From an optimization exercise on the open Yosys and OpenROAD flow, aimed at a short achievable clock period and few clock cycles; shortcuts taken in it are not production practice.
Function was checked by simulation only, so behaviour that the tests miss may differ from the original.
Power is estimated from default activity; no workload was simulated.

`design.v`:
```
`timescale 1ns/1ps
module cpu_core (
    input  logic        clk,
    input  logic        reset,
    output logic [31:0] imem_addr,
    input  logic [31:0] imem_data,
    output logic [31:0] dmem_addr,
    output logic [31:0] dmem_wdata,
    output logic        dmem_we,
    input  logic [31:0] dmem_rdata
);
    function automatic [31:0] ks_carry(input logic [31:0] a, input logic [31:0] b,
                                       input logic cin);
        logic [31:0] p, g, gg, pp, gn, pn;
        p  = a ^ b;
        g  = a & b;
        gg = g;
        pp = p;
        gg[0] = g[0] | (p[0] & cin);
        for (int l = 0; l < 5; l++) begin
            gn = gg;
            pn = pp;
            for (int i = 0; i < 32; i++) begin
                if (i >= (1 << l)) begin
                    gn[i] = gg[i] | (pp[i] & gg[i - (1 << l)]);
                    pn[i] = pp[i] & pp[i - (1 << l)];
                end
            end
            gg = gn;
            pp = pn;
        end
        ks_carry = {gg[30:0], cin};
    endfunction
    function automatic [31:0] ks_add(input logic [31:0] a, input logic [31:0] b,
                                     input logic cin);
        logic [31:0] p, g, gg, pp, gn, pn;
        p  = a ^ b;
        g  = a & b;
        gg = g;
        pp = p;
        gg[0] = g[0] | (p[0] & cin);
        for (int l = 0; l < 5; l++) begin
            gn = gg;
            pn = pp;
            for (int i = 0; i < 32; i++) begin
                if (i >= (1 << l)) begin
                    gn[i] = gg[i] | (pp[i] & gg[i - (1 << l)]);
                    pn[i] = pp[i] & pp[i - (1 << l)];
                end
            end
            gg = gn;
            pp = pn;
        end
        ks_add = p ^ {gg[30:0], cin};
    endfunction
    function automatic logic cond_pass(input logic [3:0] c, input logic n, input logic z);
        case (c)
            4'b0000: cond_pass = z;
            4'b0001: cond_pass = !z;
            4'b0100: cond_pass = n;
            4'b0101: cond_pass = !n;
            4'b1110: cond_pass = 1'b1;
            default: cond_pass = 1'b0;
        endcase
    endfunction
    function automatic logic cond_flagged(input logic [3:0] c);
        cond_flagged = (c == 4'b0000) || (c == 4'b0001) || (c == 4'b0100) || (c == 4'b0101);
    endfunction
    logic        d_valid;
    logic [31:0] d_instr;
    logic [7:0]  d_pclo;       
    logic [21:0] d_pchi;       
    logic        d_pred;       
    logic [21:0] hi_reg;       
    logic        d_fold;       
    logic [3:0]  d_bcond;      
    logic [23:0] d_boff;       
    localparam int BN = 4;
    logic [BN-1:0] btb_v;
    logic [7:0]    btb_key  [0:BN-1];
    logic [3:0]    btb_cond [0:BN-1];
    logic [23:0]   btb_off  [0:BN-1];
    logic [BN-1:0] btb_xsf;
    logic [7:0]    btb_tlo  [0:BN-1];    
    logic [1:0]    btb_tc   [0:BN-1];    
    logic [21:0]   btb_oh1  [0:BN-1];    
    logic [1:0]    btb_rr;
    logic        e_rw;         
    logic        e_ld;
    logic        e_st;
    logic        e_sf;
    logic        e_br;
    logic        e_pred;
    logic [3:0]  e_cond;
    logic [3:0]  e_bcond;
    logic [3:0]  e_wa;
    logic        e_and, e_orr, e_mov, e_sub, e_arith;
    logic        e_subf;       
    logic [31:0] e_a;
    logic [31:0] e_b;          
    logic [31:0] e_sd;
    logic [31:0] e_alt;        
    logic        m_rw;
    logic        m_ld;
    logic        m_sf;
    logic [3:0]  m_wa;
    logic [31:0] regs [0:14];
    logic        flag_n;
    logic        flag_z;
    logic [31:0] m_wd;
    logic        m_z;          
    logic        eff_n, eff_z;
    assign m_wd  = m_ld ? dmem_rdata : dmem_addr;
    assign eff_n = m_sf ? dmem_addr[31] : flag_n;
    assign eff_z = m_sf ? m_z : flag_z;
    logic        e_cok;
    logic [31:0] src_a, src_b, sdata;
    logic [31:0] sum;
    logic [31:0] logic_res;
    logic [31:0] result;
    logic        redirect;
    logic        e_eq, e_z;
    logic [31:0] e_p, e_c, bsum;
    assign e_cok = cond_pass(e_cond, eff_n, eff_z);
    assign src_a = e_a;
    assign src_b = e_b;
    assign sdata = e_sd;
    assign e_p  = src_a ^ src_b;
    assign e_c  = ks_carry(src_a, src_b, e_sub);
    assign sum  = e_p ^ e_c;
    assign bsum = (e_p ^ {32{q_sub}}) ^ e_c;
    assign e_eq = &(src_a ^ src_b);
    assign logic_res = ({32{e_and}} & (src_a & src_b)) |
                       ({32{e_orr}} & (src_a | src_b)) |
                       ({32{e_mov}} & src_b);
    assign result = ({32{e_arith}} & sum) | logic_res;
    always_comb begin
        if (e_sub)      e_z = e_eq;
        else if (e_and) e_z = ~|(src_a & src_b);
        else if (e_orr) e_z = ~|(src_a | src_b);
        else if (e_mov) e_z = ~|src_b;
        else            e_z = (src_a ^ src_b) == {(src_a[30:0] | src_b[30:0]), 1'b0};
    end
    logic e_bz, e_bact;
    assign e_bz     = (e_sf && e_cok) ? e_eq : eff_z;
    assign e_bact   = cond_pass(e_bcond, eff_n, e_bz);
    assign redirect = e_br && (e_bact != e_pred);
    logic [3:0]  d_cond;
    logic        d_rw, d_ld, d_st, d_sf;
    logic        stall;
    logic [29:0] d_seqw, d_pc8w, d_tgtw, d_off;
    logic [31:0] d_rv1, d_rv2, d_opb;
    logic [21:0] f_hi;         
    logic        q_dp, q_brc, q_imm, q_sub, q_subf;
    logic        q_rw, q_ld, q_st, q_sf, q_use1, q_use2;
    logic        q_and, q_orr, q_mov, q_arith;
    logic [3:0]  q_rn, q_ra2;
    logic [15:0] q_rn_oh, q_ra2_oh;
    logic [31:0] q_immx;       
    logic [7:0]  q_seqlo, q_pc8lo, q_tgtlo;
    logic        q_seqc, q_pc8c, q_tgtc, q_tgtc2;
    logic [21:0] q_offhi1;     
    assign d_cond = d_instr[31:28];
    assign d_rw   = d_valid && q_rw;
    assign d_ld   = d_valid && q_ld;
    assign d_st   = d_valid && q_st;
    assign d_sf   = d_valid && q_sf;
    assign stall = d_valid && e_ld &&
                   ((q_use1 && q_rn == e_wa) || (q_use2 && q_ra2 == e_wa));
    logic [21:0] hi_inc;
    logic [31:0] tgt_h0, tgt_h1, tgt_h2;
    assign d_off  = {{6{d_boff[23]}}, d_boff};
    assign hi_inc = d_pchi + 22'd1;
    assign tgt_h0 = ks_add({10'd0, d_pchi}, {10'd0, d_off[29:8]}, 1'b0);
    assign tgt_h1 = ks_add({10'd0, d_pchi}, {10'd0, d_off[29:8]}, 1'b1);
    assign tgt_h2 = ks_add({10'd0, d_pchi}, {10'd0, q_offhi1}, 1'b1);
    assign d_tgtw = {(q_tgtc2 ? tgt_h2[21:0] : q_tgtc ? tgt_h1[21:0] : tgt_h0[21:0]),
                     q_tgtlo};
    assign d_seqw = {(q_seqc ? hi_inc : d_pchi), q_seqlo};
    assign d_pc8w = {(q_pc8c ? hi_inc : d_pchi), q_pc8lo};
    always_comb begin
        if (!d_valid)    f_hi = hi_reg;
        else if (d_pred) f_hi = d_tgtw[29:8];
        else             f_hi = d_seqw[29:8];
    end
    function automatic logic [31:0] rd_port(input logic [3:0] ra, input logic [15:0] oh);
        logic [31:0] v;
        v = {32{oh[15]}} & {d_pc8w, 2'b00};
        for (int i = 0; i < 15; i++) v = v | ({32{oh[i]}} & regs[i]);
        if (m_rw && m_wa == ra) rd_port = m_wd;
        else                    rd_port = v;
    endfunction
    assign d_rv1  = rd_port(q_rn, q_rn_oh);
    assign d_rv2  = rd_port(q_ra2, q_ra2_oh);
    assign d_opb  = q_imm ? q_immx : (d_rv2 ^ {32{q_sub}});
    logic        e_wr, fw_a, fw_b, fw_s;
    assign e_wr = e_rw && e_cok;
    assign fw_a = e_wr && e_wa == q_rn;
    assign fw_b = e_wr && e_wa == q_ra2 && !q_imm;
    assign fw_s = e_wr && e_wa == q_ra2;
    logic        d_zk, d_nk, d_z, d_n, d_act, d_known, d_redirect;
    logic [7:0]  d_altlo;
    assign d_nk = !e_sf;
    assign d_zk = !e_sf || e_subf;
    logic d_brv;
    assign d_brv = d_valid && q_brc;
    assign d_z  = (e_sf && e_cok) ? e_eq : eff_z;
    assign d_n  = eff_n;
    assign d_act = cond_pass(d_bcond, d_n, d_z);
    assign d_known = d_brv && cond_flagged(d_bcond) && !(d_fold && q_sf) &&
                     (d_bcond[2] ? d_nk : d_zk);
    assign d_redirect = d_known && (d_act != d_pred) && !redirect;
    assign d_altlo = d_pred ? d_seqw[7:0] : d_tgtw[7:0];
    logic [31:0] f_ins;
    logic        f_br, f_pred, f_known, f_take;
    logic [7:0]  f_pc2, f_tgt, f_other, f_next;
    assign f_ins   = imem_data;
    assign f_br    = f_ins[27:26] == 2'b10;
    assign f_known = !d_sf && !e_sf;
    always_comb begin
        case (f_ins[31:28])
            4'b1110: f_pred = f_br;
            4'b0000, 4'b0001, 4'b0100, 4'b0101:
                f_pred = f_br && (f_known ? cond_pass(f_ins[31:28], eff_n, eff_z) : f_ins[23]);
            default: f_pred = 1'b0;
        endcase
    end
    logic [31:0] f_tgt9;
    logic [9:0]  f_pc2x;
    logic        f_ca;
    assign f_pc2x = {2'b00, imem_addr[9:2]} + 10'd2;
    assign f_pc2  = f_pc2x[7:0];
    assign f_ca   = &imem_addr[9:3];
    assign f_tgt9 = ks_add({22'd0, f_pc2x}, {24'd0, f_ins[7:0]}, 1'b0);
    assign f_tgt  = f_tgt9[7:0];
    logic [BN-1:0] h_i;
    logic          hit, h_xsf, h_pred;
    logic [3:0]    h_cond;
    logic [23:0]   h_off;
    logic [7:0]    h_tlo;
    logic [1:0]    h_tc;
    logic [21:0]   h_oh1;
    always_comb begin
        h_cond = 4'd0;
        h_off  = 24'd0;
        h_xsf  = 1'b0;
        h_tlo  = 8'd0;
        h_tc   = 2'd0;
        h_oh1  = 22'd0;
        for (int i = 0; i < BN; i++) begin
            h_i[i] = btb_v[i] && btb_key[i] == imem_addr[9:2];
            h_cond = h_cond | ({4{h_i[i]}} & btb_cond[i]);
            h_off  = h_off  | ({24{h_i[i]}} & btb_off[i]);
            h_xsf  = h_xsf  | (h_i[i] & btb_xsf[i]);
            h_tlo  = h_tlo  | ({8{h_i[i]}} & btb_tlo[i]);
            h_tc   = h_tc   | ({2{h_i[i]}} & btb_tc[i]);
            h_oh1  = h_oh1  | ({22{h_i[i]}} & btb_oh1[i]);
        end
    end
    assign hit = |h_i;
    always_comb begin
        case (h_cond)
            4'b1110: h_pred = 1'b1;
            4'b0000, 4'b0001, 4'b0100, 4'b0101:
                h_pred = (f_known && !h_xsf) ? cond_pass(h_cond, eff_n, eff_z) : h_off[23];
            default: h_pred = 1'b0;
        endcase
    end
    logic        b_pred;
    logic [3:0]  b_cond;
    logic [23:0] b_off;
    assign b_pred = hit ? h_pred : f_pred;
    assign b_cond = hit ? h_cond : f_ins[31:28];
    assign b_off  = hit ? h_off : f_ins[23:0];
    logic [1:0]  f_cls;
    logic [3:0]  f_op, f_rn, f_rd, f_rm, f_ra2;
    logic        f_dp, f_mem, f_cmp, f_L, f_sub, f_st, f_sf;
    assign f_cls = f_ins[27:26];
    assign f_op  = f_ins[24:21];
    assign f_rn  = f_ins[19:16];
    assign f_rd  = f_ins[15:12];
    assign f_rm  = f_ins[3:0];
    assign f_dp  = f_cls == 2'b00;
    assign f_mem = f_cls == 2'b01;
    assign f_cmp = f_op == 4'b1010;
    assign f_L   = f_ins[20];
    assign f_sub = f_dp && (f_op == 4'b0010 || f_op == 4'b1010);
    assign f_st  = f_mem && !f_L;
    assign f_sf  = f_dp && (f_ins[20] || f_cmp);
    assign f_ra2 = f_st ? f_rd : f_rm;
    always_comb begin
        if (redirect)        f_other = e_alt[9:2];
        else if (stall)      f_other = imem_addr[9:2];
        else if (hit)        f_other = h_pred ? h_tlo : f_pc2;
        else                 f_other = imem_addr[9:2] + 8'd1;
    end
    assign f_take = f_pred && !hit && !redirect && !stall;
    assign f_next = d_redirect ? d_altlo : (f_take ? f_tgt : f_other);
    always_ff @(posedge clk or posedge reset) begin
        if (reset) begin
            imem_addr <= 32'd0;
            hi_reg    <= 22'd0;
            d_valid   <= 1'b0;
            d_pred    <= 1'b0;
        end else begin
            imem_addr[9:2] <= f_next;
            imem_addr[31:10] <= f_hi;
            imem_addr[1:0]   <= f_hi[1:0];
            hi_reg <= redirect ? e_alt[31:10] : (d_pred ? d_seqw[29:8] : d_tgtw[29:8]);
            if (redirect || d_redirect) d_valid <= 1'b0;
            else if (!stall)            d_valid <= 1'b1;
            if (!stall) d_pred <= b_pred;
        end
    end
    always_ff @(posedge clk) begin
        if (!stall) begin
            d_instr <= f_ins;
            d_pclo  <= imem_addr[9:2];
            d_pchi  <= f_hi;
            q_dp    <= f_dp;
            q_brc   <= f_br || hit;
            d_fold  <= hit;
            d_bcond <= b_cond;
            d_boff  <= b_off;
            q_offhi1 <= hit ? h_oh1 : {{6{f_ins[23]}}, f_ins[23:8]} + 22'd1;
            q_imm   <= f_mem || f_ins[25];
            q_sub   <= f_sub;
            q_subf  <= f_sub && f_sf;
            q_rw    <= ((f_dp && !f_cmp) || (f_mem && f_L)) && (f_rd != 4'd15);
            q_ld    <= f_mem && f_L && (f_rd != 4'd15);
            q_st    <= f_st;
            q_sf    <= f_sf;
            q_use1  <= f_mem || (f_dp && f_op != 4'b1101);
            q_use2  <= f_st || (f_dp && !f_ins[25]);
            q_and   <= f_dp && f_op == 4'b0000;
            q_orr   <= f_dp && f_op == 4'b1100;
            q_mov   <= f_dp && f_op == 4'b1101;
            q_arith <= !(f_dp && (f_op == 4'b0000 || f_op == 4'b1100 || f_op == 4'b1101));
            q_rn    <= f_rn;
            q_ra2   <= f_ra2;
            q_rn_oh  <= 16'd1 << f_rn;
            q_ra2_oh <= 16'd1 << f_ra2;
            q_immx  <= (f_mem ? {20'd0, f_ins[11:0]} : {24'd0, f_ins[7:0]}) ^ {32{f_sub}};
            q_seqlo <= hit ? f_pc2 : imem_addr[9:2] + 8'd1;
            q_seqc  <= hit ? f_ca : &imem_addr[9:2];
            q_pc8lo <= f_pc2;
            q_pc8c  <= &imem_addr[9:3];
            q_tgtlo <= hit ? h_tlo : f_tgt;
            q_tgtc  <= hit ? h_tc[0] : f_tgt9[8];
            q_tgtc2 <= hit ? h_tc[1] : f_tgt9[9];
        end
    end
    always_ff @(posedge clk or posedge reset) begin
        if (reset) begin
            e_rw <= 1'b0;
            e_ld <= 1'b0;
            e_st <= 1'b0;
            e_sf <= 1'b0;
            e_br <= 1'b0;
        end else if (stall || redirect) begin
            e_rw <= 1'b0;
            e_ld <= 1'b0;
            e_st <= 1'b0;
            e_sf <= 1'b0;
            e_br <= 1'b0;
        end else begin
            e_rw <= d_rw;
            e_ld <= d_ld;
            e_st <= d_st;
            e_sf <= d_sf;
            e_br <= d_brv;
        end
    end
    always_ff @(posedge clk) begin
        e_pred  <= d_known ? d_act : d_pred;
        e_cond  <= d_cond;
        e_bcond <= d_bcond;
        e_wa    <= d_instr[15:12];
        e_and   <= q_and;
        e_orr   <= q_orr;
        e_mov   <= q_mov;
        e_sub   <= q_sub;
        e_arith <= q_arith;
        e_subf  <= q_subf;
        e_a     <= ({32{fw_a && e_arith}} & sum) | ({32{fw_a && !e_arith}} & logic_res) |
                   ({32{!fw_a}} & d_rv1);
        e_b     <= ({32{fw_b && e_arith}} & bsum) |
                   ({32{fw_b && !e_arith}} & (logic_res ^ {32{q_sub}})) |
                   ({32{!fw_b}} & d_opb);
        e_sd    <= ({32{fw_s && e_arith}} & sum) | ({32{fw_s && !e_arith}} & logic_res) |
                   ({32{!fw_s}} & d_rv2);
        e_alt   <= {(d_pred ? d_seqw : d_tgtw), 2'b00};
    end
    always_ff @(posedge clk or posedge reset) begin
        if (reset) begin
            m_rw    <= 1'b0;
            m_sf    <= 1'b0;
            dmem_we <= 1'b0;
        end else begin
            m_rw    <= e_rw && e_cok;
            m_sf    <= e_sf && e_cok;
            dmem_we <= e_st && e_cok;
        end
    end
    always_ff @(posedge clk) begin
        m_ld       <= e_ld;
        m_wa       <= e_wa;
        dmem_addr  <= result;
        m_z        <= e_z;
        dmem_wdata <= sdata;
    end
    always_ff @(posedge clk or posedge reset) begin
        if (reset) begin
            flag_n <= 1'b0;
            flag_z <= 1'b0;
        end else if (m_sf) begin
            flag_n <= dmem_addr[31];
            flag_z <= m_z;
        end
    end
    logic bt_present, bt_fill, bt_rule;
    always_comb begin
        bt_present = 1'b0;
        for (int i = 0; i < BN; i++)
            bt_present = bt_present | (btb_v[i] && btb_key[i] == d_pclo);
    end
    assign bt_rule = !q_sf || (q_subf && f_ins[31:29] != 3'b010);
    logic [9:0] bt_t;
    assign bt_t = {2'b00, d_pclo} + 10'd3 + {2'b00, f_ins[7:0]};
    assign bt_fill = d_valid && !q_brc && !stall && f_br && bt_rule && !bt_present &&
                     imem_addr[9:2] == d_pclo + 8'd1;
    always_ff @(posedge clk or posedge reset) begin
        if (reset) begin
            btb_v  <= '0;
            btb_rr <= 2'd0;
        end else if (bt_fill) begin
            btb_v[btb_rr] <= 1'b1;
            btb_rr        <= btb_rr + 2'd1;
        end
    end
    always_ff @(posedge clk) begin
        if (bt_fill) begin
            btb_key[btb_rr]  <= d_pclo;
            btb_cond[btb_rr] <= f_ins[31:28];
            btb_off[btb_rr]  <= f_ins[23:0];
            btb_xsf[btb_rr]  <= q_sf;
            btb_tlo[btb_rr]  <= bt_t[7:0];
            btb_tc[btb_rr]   <= bt_t[9:8];
            btb_oh1[btb_rr]  <= {{6{f_ins[23]}}, f_ins[23:8]} + 22'd1;
        end
    end
    always_ff @(posedge clk or posedge reset) begin
        if (reset) begin
            for (int i = 0; i < 15; i++) regs[i] <= 32'd0;
        end else if (m_rw) begin
            regs[m_wa] <= m_wd;
        end
    end
endmodule
```
`run.sh`:
```
#!/bin/bash
# synth_recipe.tcl (not shown) runs the flow's synth.tcl, then flattens the netlist and writes it again
# the make line also repeats each setting of config.mk as NAME=value (left out here)
make -C /OpenROAD-flow-scripts/flow DESIGN_CONFIG=/design/flow/config.mk WORK_HOME=/design/flow/orfs CLKGATE_MAP_FILE= SYNTH_SCRIPT=/design/flow/synth_recipe.tcl finish
```
`config.mk`:
```
export PLATFORM = sky130hd
export DESIGN_NAME = cpu_core
export DESIGN_NICKNAME = cpu_core
export VERILOG_FILES = /design/flow/design.v
export SDC_FILE = /design/flow/constraint.sdc
export NUM_CORES = 4
export LEC_CHECK = 0
export ABC_AREA = 0
export ABC_CLOCK_PERIOD_IN_PS = 2500
export CAP_MARGIN = 20
export CORE_MARGIN = 2
export CORE_UTILIZATION = 40
export SETUP_SLACK_MARGIN = 5
export SLEW_MARGIN = 20
export TNS_END_PERCENT = 100
```
`constraint.sdc`:
```
create_clock -name core_clock -period 8.0 [get_ports {clk}]
set_input_delay 1.6000 -clock core_clock [delete_from_list [all_inputs] [get_ports {clk}]]
set_output_delay 1.6000 -clock core_clock [all_outputs]
set_load 0.01 [all_outputs]
```
==> reports/results.tsv, run 1 <==
stage	metric	value	unit
sta	final worst-path cycle share	42.75	%
cells_and_area	Top reg by flops	regs	
detailed_routing	vias per cell	6.243	
sta	Slew headroom	28.22	%
cells_and_area	nets	6111	
clock_network	Clock Sink Count	1158	
sta	Worst Tran Pin Value	1.077	ns
pwr	PwrDens	328.1	mW/mm^2
grt	Global Route met3 Usage	8.060	%
grt	largest net degree at the start of global routing	162	
detailed_routing	DRC Markers	0	
logic_synthesis	Synth Instances	5545	
clock_network	Skew-Pair Late Insertion Delay	0.78	ns
pwr	maximum vdd drop	0.0001960	V
setup_path	Required @ worst endpoint	8.50	ns
cells_and_area	most frequent cells in the layout	dfrtp_1, nor2_1, nand2_1	
sta	fmax	292.4	MHz
setup_path	critical-path cell list	buf_6 > buf_6 > buf_6 > ha_4 > or2_4 > a31o_4 > a21oi_4 > o21ai_4 > a21oi_2 > buf_6 > nor2b_4 > a21o_1 > xor2_1 > mux2i_1 > mux2i_1 > mux2_4	
logic_synthesis	ys async rst share	47.50	%
die	CORE AREA	0.1399	sq mm
logic_synthesis	Adder-Cell Fraction of Synth Area	3.275	%
cells_and_area	share of post-route cells with drive strength above 1	21.82	%
status	outcome	timing/DRC/antenna clean	
min_path	Hold Crit Class	flop to flop	
die	DIE WIDTH	379.9	microns
setup_path	CP max-delay cell	edfxtp_1	
setup_path	CP Launch Type	flop	
logic_synthesis	count of different cell masters after synthesis	104	
sta	Final Worst Setup Slack	4.580	ns
place	Post-DP Area	0.06026	sq mm
logic_synthesis	Cell Area, Synth	0.05653	sq mm
logic_synthesis	post-synthesis sequential area ratio	52.83	%
setup_path	worst setup path category	flop to flop	
setup_path	critical path endpoint category	flop	
pwr	Comb power frac	39.1	%
flow_run	max-cap violations	0	
min_path	Hold Path Stages	0	
clock_network	CTS tree	built	
place	routability congestion estimate	0.9591	
sta	min Tclk post-route	3.420	ns
pwr	P_sw	0.008641	W
logic_synthesis	xor/xnor cell area share of the yosys netlist	4.816	%
place	hpwl dp	128.6	mm
grt	met1 usage	40.76	%
clock_network	Root Buffer	clkbuf_16	
sta	RSZ-0062 raised after global routing	yes	
logic_synthesis	Syn Nets	5756	
logic_synthesis	largest family of logic cells by synthesized area	compound AO/OA/AOI/OAI gates	
clock_network	CTS Buffer Depth	3	
detailed_routing	Post-Route WL	228.5	mm
pwr	switching share of power	37.14	%
clock_network	total CTS buffers	120	
grt	met2 Usage GRT	44.95	%
sta	Pins Over Slew Limit	0	
setup_path	crit path DAT	3.92	ns
place	pre-CTS setup slack	2.902	ns
die	Initial Util	40.42	%
sta	Layout Skew	0.05255	ns
detailed_routing	wire length per cell	29.00	microns
cells_and_area	most common cell after layout, fill and taps aside	dfrtp_1	
cells_and_area	Regs by FF count	regs (480), btb_oh1 (68), btb_off (64)	
grt	first-pass GRT wire length	322.8	mm
grt	total grt overflow	0	
setup_path	reg2reg path depth	16	
logic_synthesis	FF+latch count, synth	1158	
pwr	total power draw	0.02327	W
pwr	Static Leakage	27.86	nW
logic_synthesis	post-synthesis mux area share	3.353	%
grt	GR peak layer	met2	
grt	All-Layer GR Usage	30.11	%
grt	antenna violations before repair	8	
setup_path	R2R Setup Slk	4.58	ns
logic_synthesis	simple-gate share of the synthesized area	11.73	%
sta	worst hold margin	0.3213	ns
pwr	Pint	0.01463	W
grt	vias in the first global route	46724	
logic_synthesis	Post-synth EDFFs	393	
detailed_routing	number of DRC markers in iteration 0	7868	
logic_synthesis	Synth Area in Compound Gates	20.19	%
pwr	clock share of power	24.8	%
clock_network	H-tree Lvls	3	
cells_and_area	utilization after layout	50.69	%
sta	Hold Vio Cnt, Final	0	
cells_and_area	P&R area growth vs syn	25.42	%
cells_and_area	max FFs per register	480	
die	Die ar.	0.1444	sq mm
logic_synthesis	synth warn	2	
detailed_routing	via count	49206	
pwr	sequential group share of total power	36.1	%
logic_synthesis	Avg Inst Size Synth	10.20	sq um
die	Cell Rows	137	
place	IO Port Bufs	162	
detailed_routing	Detail Route Antenna Nets	0	
setup_path	Critical Path Most Common Cell	buf_6	
logic_synthesis	Synth Flop Type	dfrtp_1	
detailed_routing	DRT Pass-1 Iters	9	
die	I/O pins	163	
setup_path	CP Max Fanout	4	
sta	Final Setup Violations	0	
cells_and_area	Final Cell Area	0.07091	sq mm
clock_network	Post-CTS Hold Fix Bufs	0	
setup_path	CP peak stage delay	0.44	ns
clock_network	Clk pin slew, worst setup/hold paths	0.07	ns
die	die height	379.9	microns
-- power by group through the flow --
stage               clock [W]  sequential (W)  combinational, W
CTS                   0.00582         0.00837           0.00805
floorplan                   0         0.00814           0.00440
global placement            0         0.00852           0.00662
detailed placement          0         0.00853           0.00671
global route          0.00606         0.00851           0.00962
finish                0.00577         0.00841           0.00909
-- worst max-delay path: cells and delay by family (launching register included) --
| family | cells | cell delay [ns] |
|---|---|---|
| fa+ha+maj | 1 | 0.15 |
| compound gates | 5 | 0.90 |
| simple gates | 2 | 0.28 |
| flops | 1 | 0.44 |
| xor+xnor | 1 | 0.14 |
| buf+inv | 4 | 0.51 |
| mux | 3 | 0.74 |
-- layout make-up --
class	count	area (sq um)
Antenna cell	3	7.507
Clock buffer	164	3445
Clock inverter	61	586.8
Fill cell	12388	68970
Inverter	139	551.8
Multi-Input combinational cell	3863	27800
Sequential cell	1158	29990
Tap cell	1876	2347
Timing Repair Buffer	618	6175
-- cells by family (layout without fill, tap and decap cells) --
logic type      after synthesis  in the layout
other cells                   0              3
xor+xnor                    310            310
fa+ha+maj                   145            145
simple gates               1470           1494
mux                         179            179
compound gates             1735           1735
flops                      1158           1158
buf+inv                     548            982
-- through the flow --
step,cells,TNS [ns]
2_1_floorplan,5545,-596.12
3_3_place_gp,7305,0
3_5_place_dp,7305,0
4_1_cts,7759,0
5_1_grt,7882,0
6_report,7882,0
-- metal layers --
metal,up-vias,wire [microns]
li1,21095,-
met1,24139,89130
met2,3256,98570
met3,712,27590
met4,4,13230
met5,-,30
-- synthesized netlist by cell type (11+ instances only) --
cell,number,area (sq um)
a211oi_1,32,240.2
a21o_1,60,450.4
a21oi_1,435,2177
a221oi_1,69,604.3
a222oi_1,56,560.5
a22o_1,66,578.1
a22oi_1,413,3100
a31oi_1,41,256.5
and2_1,18,112.6
and3_1,18,112.6
buf_1,32,120.1
clkbuf_1,351,1318
dfrtp_1,550,13760
dfxtp_1,215,4304
edfxtp_1,393,11800
ha_1,140,1752
inv_1,138,518.0
mux2_2,52,585.6
mux2i_1,123,1231
nand2_1,475,1783
nand2b_1,38,237.7
nand3_1,117,585.6
nand4_1,102,638.1
nor2_1,521,1956
nor2b_1,18,112.6
nor3_1,66,330.3
nor4_1,38,237.7
o211ai_1,21,157.7
o21a_1,22,165.2
o21ai_0,371,1857
o21ai_1,12,60.06
o21bai_1,24,180.2
o22ai_1,23,143.9
or3_1,11,68.82
xnor2_1,183,1603
xor2_1,126,1104
-- final timing paths --
path,start,end
setup reg to reg,d_pchi[0],d_pchi[18]
max in group asynchronous,reset,imem_addr[8]
min in group asynchronous,reset,regs[10][27]
hold / removal,e_sd[17],dmem_wdata[17]
hold reg to reg,e_sd[17],dmem_wdata[17]
setup / recovery,d_pchi[0],d_pchi[18]
-- timing repair --
item	4_1_cts	5_1_grt
resized for setup	824	345
setup endpoints to repair	795	506
gates cloned	39	7
pin swaps	111	188
setup buffers	190	113
Testbench counts, summed over its fixed seeds: cycles 56,383.
==> run 2: changes to the inputs <==
--- a/design.v
+++ b/design.v
@@ -84,6 +84,10 @@
     logic [7:0]    btb_tlo  [0:BN-1];    
     logic [1:0]    btb_tc   [0:BN-1];    
     logic [21:0]   btb_oh1  [0:BN-1];    
+    logic [BN-1:0] btb_zok;              
+    logic [7:0]    btb_k2   [0:BN-1];    
+    logic [3:0]    btb_rn   [0:BN-1];
+    logic [7:0]    btb_imm  [0:BN-1];
     logic [1:0]    btb_rr;
     logic        e_rw;         
     logic        e_ld;
@@ -100,10 +104,15 @@
     logic [31:0] e_b;          
     logic [31:0] e_sd;
     logic [31:0] e_alt;        
+    logic        e_fsf;        
     logic        m_rw;
     logic        m_ld;
     logic        m_sf;
     logic [3:0]  m_wa;
+    logic        m_fchk;       
+    logic        m_pred;
+    logic [3:0]  m_bcond;
+    logic [31:0] m_alt;
     logic [31:0] regs [0:14];
     logic        flag_n;
     logic        flag_z;
@@ -141,10 +150,13 @@
         else if (e_mov) e_z = ~|src_b;
         else            e_z = (src_a ^ src_b) == {(src_a[30:0] | src_b[30:0]), 1'b0};
     end
-    logic e_bz, e_bact;
-    assign e_bz     = (e_sf && e_cok) ? e_eq : eff_z;
-    assign e_bact   = cond_pass(e_bcond, eff_n, e_bz);
-    assign redirect = e_br && (e_bact != e_pred);
+    logic        e_bact, redirect_e, redirect_m;
+    logic [31:0] r_alt;
+    assign e_bact     = cond_pass(e_bcond, eff_n, eff_z);
+    assign redirect_e = e_br && !e_fsf && (e_bact != e_pred);
+    assign redirect_m = m_fchk && (cond_pass(m_bcond, eff_n, eff_z) != m_pred);
+    assign redirect   = redirect_m || redirect_e;
+    assign r_alt      = redirect_m ? m_alt : e_alt;
     logic [3:0]  d_cond;
     logic        d_rw, d_ld, d_st, d_sf;
     logic        stall;
@@ -258,20 +270,48 @@
         end
     end
     assign hit = |h_i;
+    logic [BN-1:0] z_k, z_v, zr_k, zr_v;
+    logic          h_zk, h_z;
     always_comb begin
-        case (h_cond)
-            4'b1110: h_pred = 1'b1;
-            4'b0000, 4'b0001, 4'b0100, 4'b0101:
-                h_pred = (f_known && !h_xsf) ? cond_pass(h_cond, eff_n, eff_z) : h_off[23];
-            default: h_pred = 1'b0;
-        endcase
+        for (int i = 0; i < BN; i++) begin
+            logic [31:0] rv;
+            rv = regs[btb_rn[i] == 4'd15 ? 4'd0 : btb_rn[i]];
+            if (m_rw && m_wa == btb_rn[i]) rv = m_wd;
+            z_v[i] = rv == {24'd0, btb_imm[i]};
+            z_k[i] = btb_zok[i] && btb_rn[i] != 4'd15 &&
+                     !(e_rw && e_wa == btb_rn[i]) &&
+                     !(d_rw && d_instr[15:12] == btb_rn[i]) &&
+                     !(f_rwx && f_ins[15:12] == btb_rn[i]) &&
+                     !(bt_fill && btb_rr == 2'(i));
+        end
     end
+    logic [BN-1:0] p_i;
+    logic [7:0]    h_nxt;
+    always_comb begin
+        h_nxt = 8'd0;
+        for (int i = 0; i < BN; i++) begin
+            case (btb_cond[i])
+                4'b1110: p_i[i] = 1'b1;
+                4'b0000, 4'b0001:
+                    p_i[i] = zr_k[i] ? (zr_v[i] ^ btb_cond[i][0]) :
+                             (f_known && !btb_xsf[i]) ? cond_pass(btb_cond[i], eff_n, eff_z) :
+                             btb_off[i][23];
+                4'b0100, 4'b0101:
+                    p_i[i] = (f_known && !btb_xsf[i]) ? cond_pass(btb_cond[i], eff_n, eff_z) :
+                             btb_off[i][23];
+                default: p_i[i] = 1'b0;
+            endcase
+            h_nxt = h_nxt | ({8{h_i[i]}} & (p_i[i] ? btb_tlo[i] : btb_k2[i]));
+        end
+    end
+    assign h_pred = |(h_i & p_i);
     logic        b_pred;
     logic [3:0]  b_cond;
     logic [23:0] b_off;
     assign b_pred = hit ? h_pred : f_pred;
     assign b_cond = hit ? h_cond : f_ins[31:28];
     assign b_off  = hit ? h_off : f_ins[23:0];
+    logic        f_rwx;
     logic [1:0]  f_cls;
     logic [3:0]  f_op, f_rn, f_rd, f_rm, f_ra2;
     logic        f_dp, f_mem, f_cmp, f_L, f_sub, f_st, f_sf;
@@ -288,10 +328,11 @@
     assign f_st  = f_mem && !f_L;
     assign f_sf  = f_dp && (f_ins[20] || f_cmp);
     assign f_ra2 = f_st ? f_rd : f_rm;
+    assign f_rwx = f_dp || (f_mem && f_L);
     always_comb begin
-        if (redirect)        f_other = e_alt[9:2];
+        if (redirect)        f_other = r_alt[9:2];
         else if (stall)      f_other = imem_addr[9:2];
-        else if (hit)        f_other = h_pred ? h_tlo : f_pc2;
+        else if (hit)        f_other = h_nxt;
         else                 f_other = imem_addr[9:2] + 8'd1;
     end
     assign f_take = f_pred && !hit && !redirect && !stall;
@@ -306,7 +347,7 @@
             imem_addr[9:2] <= f_next;
             imem_addr[31:10] <= f_hi;
             imem_addr[1:0]   <= f_hi[1:0];
-            hi_reg <= redirect ? e_alt[31:10] : (d_pred ? d_seqw[29:8] : d_tgtw[29:8]);
+            hi_reg <= redirect ? r_alt[31:10] : (d_pred ? d_seqw[29:8] : d_tgtw[29:8]);
             if (redirect || d_redirect) d_valid <= 1'b0;
             else if (!stall)            d_valid <= 1'b1;
             if (!stall) d_pred <= b_pred;
@@ -357,18 +398,21 @@
             e_st <= 1'b0;
             e_sf <= 1'b0;
             e_br <= 1'b0;
+            e_fsf <= 1'b0;
         end else if (stall || redirect) begin
             e_rw <= 1'b0;
             e_ld <= 1'b0;
             e_st <= 1'b0;
             e_sf <= 1'b0;
             e_br <= 1'b0;
+            e_fsf <= 1'b0;
         end else begin
             e_rw <= d_rw;
             e_ld <= d_ld;
             e_st <= d_st;
             e_sf <= d_sf;
             e_br <= d_brv;
+            e_fsf <= d_fold && q_sf;
         end
     end
     always_ff @(posedge clk) begin
@@ -396,14 +440,19 @@
             m_rw    <= 1'b0;
             m_sf    <= 1'b0;
             dmem_we <= 1'b0;
+            m_fchk  <= 1'b0;
         end else begin
-            m_rw    <= e_rw && e_cok;
-            m_sf    <= e_sf && e_cok;
-            dmem_we <= e_st && e_cok;
+            m_rw    <= e_rw && e_cok && !redirect_m;
+            m_sf    <= e_sf && e_cok && !redirect_m;
+            dmem_we <= e_st && e_cok && !redirect_m;
+            m_fchk  <= e_br && e_fsf && !redirect_m;
         end
     end
     always_ff @(posedge clk) begin
         m_ld       <= e_ld;
+        m_pred     <= e_pred;
+        m_bcond    <= e_bcond;
+        m_alt      <= e_alt;
         m_wa       <= e_wa;
         dmem_addr  <= result;
         m_z        <= e_z;
@@ -433,20 +482,31 @@
         if (reset) begin
             btb_v  <= '0;
             btb_rr <= 2'd0;
-        end else if (bt_fill) begin
-            btb_v[btb_rr] <= 1'b1;
-            btb_rr        <= btb_rr + 2'd1;
+            zr_k   <= '0;
+        end else begin
+            zr_k   <= z_k;
+            if (bt_fill) begin
+                btb_v[btb_rr] <= 1'b1;
+                btb_rr        <= btb_rr + 2'd1;
+            end
         end
     end
     always_ff @(posedge clk) begin
+        zr_v <= z_v;
+    end
+    always_ff @(posedge clk) begin
         if (bt_fill) begin
             btb_key[btb_rr]  <= d_pclo;
+            btb_k2[btb_rr]   <= d_pclo + 8'd2;
             btb_cond[btb_rr] <= f_ins[31:28];
             btb_off[btb_rr]  <= f_ins[23:0];
             btb_xsf[btb_rr]  <= q_sf;
             btb_tlo[btb_rr]  <= bt_t[7:0];
             btb_tc[btb_rr]   <= bt_t[9:8];
             btb_oh1[btb_rr]  <= {{6{f_ins[23]}}, f_ins[23:8]} + 22'd1;
+            btb_zok[btb_rr]  <= q_subf && d_cond == 4'b1110 && d_instr[25];
+            btb_rn[btb_rr]   <= q_rn;
+            btb_imm[btb_rr]  <= d_instr[7:0];
         end
     end
     always_ff @(posedge clk or posedge reset) begin
==> run 2 against run 1 <==
  * Maximum frequency is 3.7% lower
  * Die area is 24% higher
  * Clock power is 22% higher
  * Highest routed layer unchanged
  * Still clean
  * Register-to-register slack worse by 0.13 ns
  * Area after synthesis is 24% higher
  * Largest power group is now sequential cells
  * Utilization is 0.23 points lower
  * Routed wire length is 71% higher
  * Cell count is 29% higher
  * Power is 16% higher
==> reports/results.tsv, run 2 <==
stage	metric	value	unit	change
status	outcome	timing/DRC/antenna clean		
cells_and_area	Top reg by flops	regs		
logic_synthesis	Post-synth top cells	nor2_1, nand2_1, dfrtp_1		
pwr	Static Leakage	32.69	nW	+17%
cells_and_area	P&R area growth vs syn	25.19	%	
cells_and_area	Final Cell Area	0.08782	sq mm	+24%
sta	Worst Tran Pin Value	1.240	ns	+0.1635 ns
clock_network	CTS tree	built		
setup_path	CP peak stage delay	0.63	ns	+0.19 ns
cells_and_area	nets	7872		+29%
logic_synthesis	Synth Flop Type	dfrtp_1		
sta	Layout Skew	0.06231	ns	+0.009768 ns
logic_synthesis	count leader, synth	nor2_1		
grt	largest net degree at the start of global routing	156		-3.7%
clock_network	CTS Buffer Depth	3		unchanged
sta	RSZ-0062 raised after global routing	yes		
place	routability congestion estimate	1.103		+15%
sta	fmax	281.7	MHz	-3.7%
place	IO Port Bufs	162		unchanged
pwr	PwrDens	308.6	mW/mm^2	-6.0%
logic_synthesis	Post-synth EDFFs	482		+23%
logic_synthesis	share of the synthesized area in the top cell type	20.63	%	-3.7 points
setup_path	CP startpoint	btb_rn[0][2]		
detailed_routing	number of DRC markers in iteration 0	13578		+73%
logic_synthesis	Avg Inst Size Synth	9.681	sq um	-5.0%
sta	Final Setup Violations	0		unchanged
setup_path	CP Launch Type	flop		
cells_and_area	utilization after layout	50.47	%	-0.23 points
grt	antenna violations before repair	36		+28
grt	first-pass GRT wire length	531.3	mm	+65%
pwr	maximum vdd drop	0.0002905	V	+48%
setup_path	R2R Setup Slk	4.45	ns	-0.13 ns
clock_network	H-tree Lvls	4		+1
grt	vias in the first global route	65697		+41%
cells_and_area	share of post-route cells with drive strength above 1	22.97	%	+1.1 points
setup_path	critical path endpoint category	flop		
setup_path	CP Max Fanout	5		+1
logic_synthesis	post-synthesis mux area share	3.740	%	+0.39 points
setup_path	worst setup path category	flop to flop		
place	hpwl dp	253.3	mm	+97%
clock_network	total CTS buffers	146		+22%
die	Cell Rows	153		+12%
sta	Pins Over Slew Limit	0		unchanged
setup_path	reg2reg path depth	10		-6
logic_synthesis	simple-gate share of the synthesized area	14.87	%	+3.1 points
clock_network	Skew-Pair Late Insertion Delay	0.87	ns	+0.09 ns
die	CORE AREA	0.1740	sq mm	+24%
die	Die ar.	0.1787	sq mm	+24%
detailed_routing	Post-Route WL	391.0	mm	+71%
cells_and_area	max FFs per register	480		unchanged
clock_network	Root Buffer	clkbuf_16		
flow_run	max-cap violations	0		unchanged
detailed_routing	via count	70682		+44%
setup_path	Worst R2R End	zr_v[0]		
place	pre-CTS setup slack	2.204	ns	-0.6979 ns
die	DIE WIDTH	422.8	microns	+11%
clock_network	Clk pin slew, worst setup/hold paths	0.06	ns	about the same
cells_and_area	most common cell after layout, fill and taps aside	nor2_1		
grt	All-Layer GR Usage	42.05	%	+12 points
setup_path	crit path DAT	4.34	ns	+0.42 ns
setup_path	Required @ worst endpoint	8.79	ns	+0.29 ns
setup_path	FF-to-FF Start	btb_rn[0][2]		
detailed_routing	Detail Route Antenna Nets	0		unchanged
sta	Hold Vio Cnt, Final	0		unchanged
die	die height	422.8	microns	+11%
logic_synthesis	post-synthesis sequential area ratio	47.72	%	-5.1 points
sta	worst hold margin	0.3259	ns	+0.004581 ns
cells_and_area	# fillers	15687		+27%
sta	Fin Setup TNS	0	ns	unchanged
logic_synthesis	Syn Nets	7458		+30%
die	I/O pins	163		unchanged
clock_network	Clock Sink Count	1292		+12%
detailed_routing	wire length per cell	38.58	microns	+33%
sta	min Tclk post-route	3.550	ns	+0.1302 ns
logic_synthesis	count of different cell masters after synthesis	88		-15%
logic_synthesis	Cell Area, Synth	0.07015	sq mm	+24%
logic_synthesis	Adder-Cell Fraction of Synth Area	2.658	%	-0.62 points
logic_synthesis	Synth Area in Compound Gates	22.00	%	+1.8 points
logic_synthesis	FF+latch count, synth	1292		+12%
sta	final worst-path cycle share	44.38	%	+1.6 points
detailed_routing	DRC Markers	0		unchanged
clock_network	Post-CTS Hold Fix Bufs	0		unchanged
logic_synthesis	largest family of logic cells by synthesized area	compound AO/OA/AOI/OAI gates		
detailed_routing	DRT Pass-1 Iters	15		+6
min_path	Hold Crit Class	flop to flop		
sta	Slew headroom	17.32	%	-11 points
cells_and_area	Regs by FF count	regs (480), btb_oh1 (68), btb_off (64)		
logic_synthesis	Yosys top cell by area	edfxtp_1		
setup_path	CP max-delay cell	or4_4		
die	Initial Util	40.31	%	-0.11 points
logic_synthesis	Synth Instances	7246		+31%
sta	Final Worst Setup Slack	4.450	ns	-0.1302 ns
setup_path	crit path capture	zr_v[0]		
logic_synthesis	xor/xnor cell area share of the yosys netlist	5.107	%	+0.29 points
grt	total grt overflow	0		unchanged
detailed_routing	vias per cell	6.975		+12%
logic_synthesis	Synth area leaders	edfxtp_1, dfrtp_1, dfxtp_1		
logic_synthesis	ys async rst share	43.03	%	-4.5 points
setup_path	critical-path cell list	buf_4 > nand4_1 > o31a_1 > buf_4 > and4_1 > nand4_1 > or4_4 > a22oi_2 > nand3b_1 > a211oi_2		
cells_and_area	most frequent cells in the layout	nor2_1, nand2_1, dfrtp_1		
place	Post-DP Area	0.07504	sq mm	+25%
logic_synthesis	synth warn	2		unchanged
[run 2: area by class of cell]
class                      count  area, sq um  share of cell area, %
timing repair buffer         795         7485                  8.523
timing repair inverter         1        5.005               0.005699
clock inverter                65        868.3                 0.9888
multi-input combinational   5258        38000                  43.27
inverter                     166        643.1                 0.7323
antenna                       25        62.56                0.07124
tap                         2325         2909                  3.313
clock buffer                 207         4146                  4.722
sequential                  1292        33700                  38.37
[run 2: how the worst min path moves through the flow]
| stage | start | end | slack, ns | cells after the start |
|---|---|---|---|---|
| global route | e_sd[2] | dmem_wdata[2] | 0.33 | 0 |
| CTS | e_sd[2] | dmem_wdata[2] | 0.33 | 0 |
| global placement | e_sd[22] | dmem_wdata[22] | 0.31 | 0 |
| floorplan | e_sd[0] | dmem_wdata[0] | 0.31 | 0 |
| finish | e_sd[6] | dmem_wdata[6] | 0.33 | 0 |
| detailed placement | e_sd[27] | dmem_wdata[27] | 0.31 | 0 |
[run 2: routing by layer]
layer	routed length, microns	GRT usage, %	vias to the layer above
li1	-	-	28256
met1	148700	55.01	34834
met2	154200	57.17	5842
met3	53920	15.67	1714
met4	33810	28.66	36
met5	325	0.8602	-
[run 2: metrics by stage]
step                      cells  power (W)
after floorplan            7246    0.01394
after global placement     9424    0.01768
after global routing      10122    0.02790
after detailed placement   9425    0.01779
final                     10134    0.02710
after CTS                 10007    0.02600
[run 2: timing repair]
action / CTS / global route
gates cloned: 29 / 9
endpoints found under the setup margin: 895 / 552
buffers inserted: 281 / 93
pin swaps: 150 / 143
gates resized for setup: 1168 / 306
[run 2: worst max-delay path, delay by kind of cell (launching register included)]
kind / cells / cell delay, ns
buffers and inverters: 2 / 0.40
AND/OR/NAND/NOR: 5 / 1.84
flip-flops: 1 / 0.54
AO/OA/AOI/OAI: 3 / 0.68
[run 2: power breakdown]
group          internal, W  total (W)  switching [W]  leakage [nW]
Combinational      0.00402    0.00989        0.00587          18.0
Sequential         0.00830     0.0102        0.00189          12.2
Clock              0.00395    0.00702        0.00308          2.40
[run 2: cell families (layout without fill, tap and decap cells)]
family,count (synthesis),after routing
other,0,25
flip-flops,1292,1292
multiplexers,242,242
buffers and inverters,715,1234
adder cells (fa/ha/maj),146,146
XOR/XNOR,409,409
AND/OR/NAND/NOR,2148,2167
AO/OA/AOI/OAI,2294,2294
Testbench counts of run 2, summed over its fixed seeds: cycles 54,750.

[what the ideal ports hide]
The flow's constraints put no driver on any port. The routed layouts listed below were extracted and timed again, unchanged, in two steps.
Step 1 sets driving cells, clkbuf_16 on the clock port and buf_2 on the other inputs (assumed; they add their load-dependent delay and slew).
Step 2, shift: input delay + t, output delay - t, t = (earliest + latest rising clock arrival at the registers) / 2. This alone moves slack from input paths to output paths.
Slacks: ideal / step 1 / step 2; pairs: ideal / step 1.
run | shift t [ns] | setup slack, ns | hold slack, ns | clock arrival spread, ns
run 1 | 0.831 | 4.580 / 4.580 / 3.936 | 0.321 / 0.321 / 0.321 | 0.053 / 0.053
run 2 | 0.930 | 4.450 / 4.450 / 3.866 | 0.326 / 0.326 / 0.326 | 0.065 / 0.065
After both steps every run listed still meets setup and hold. For run 1, which loses most, drivers alone change the setup slack by 0.000 ns; drivers and shift together by -0.644 ns.
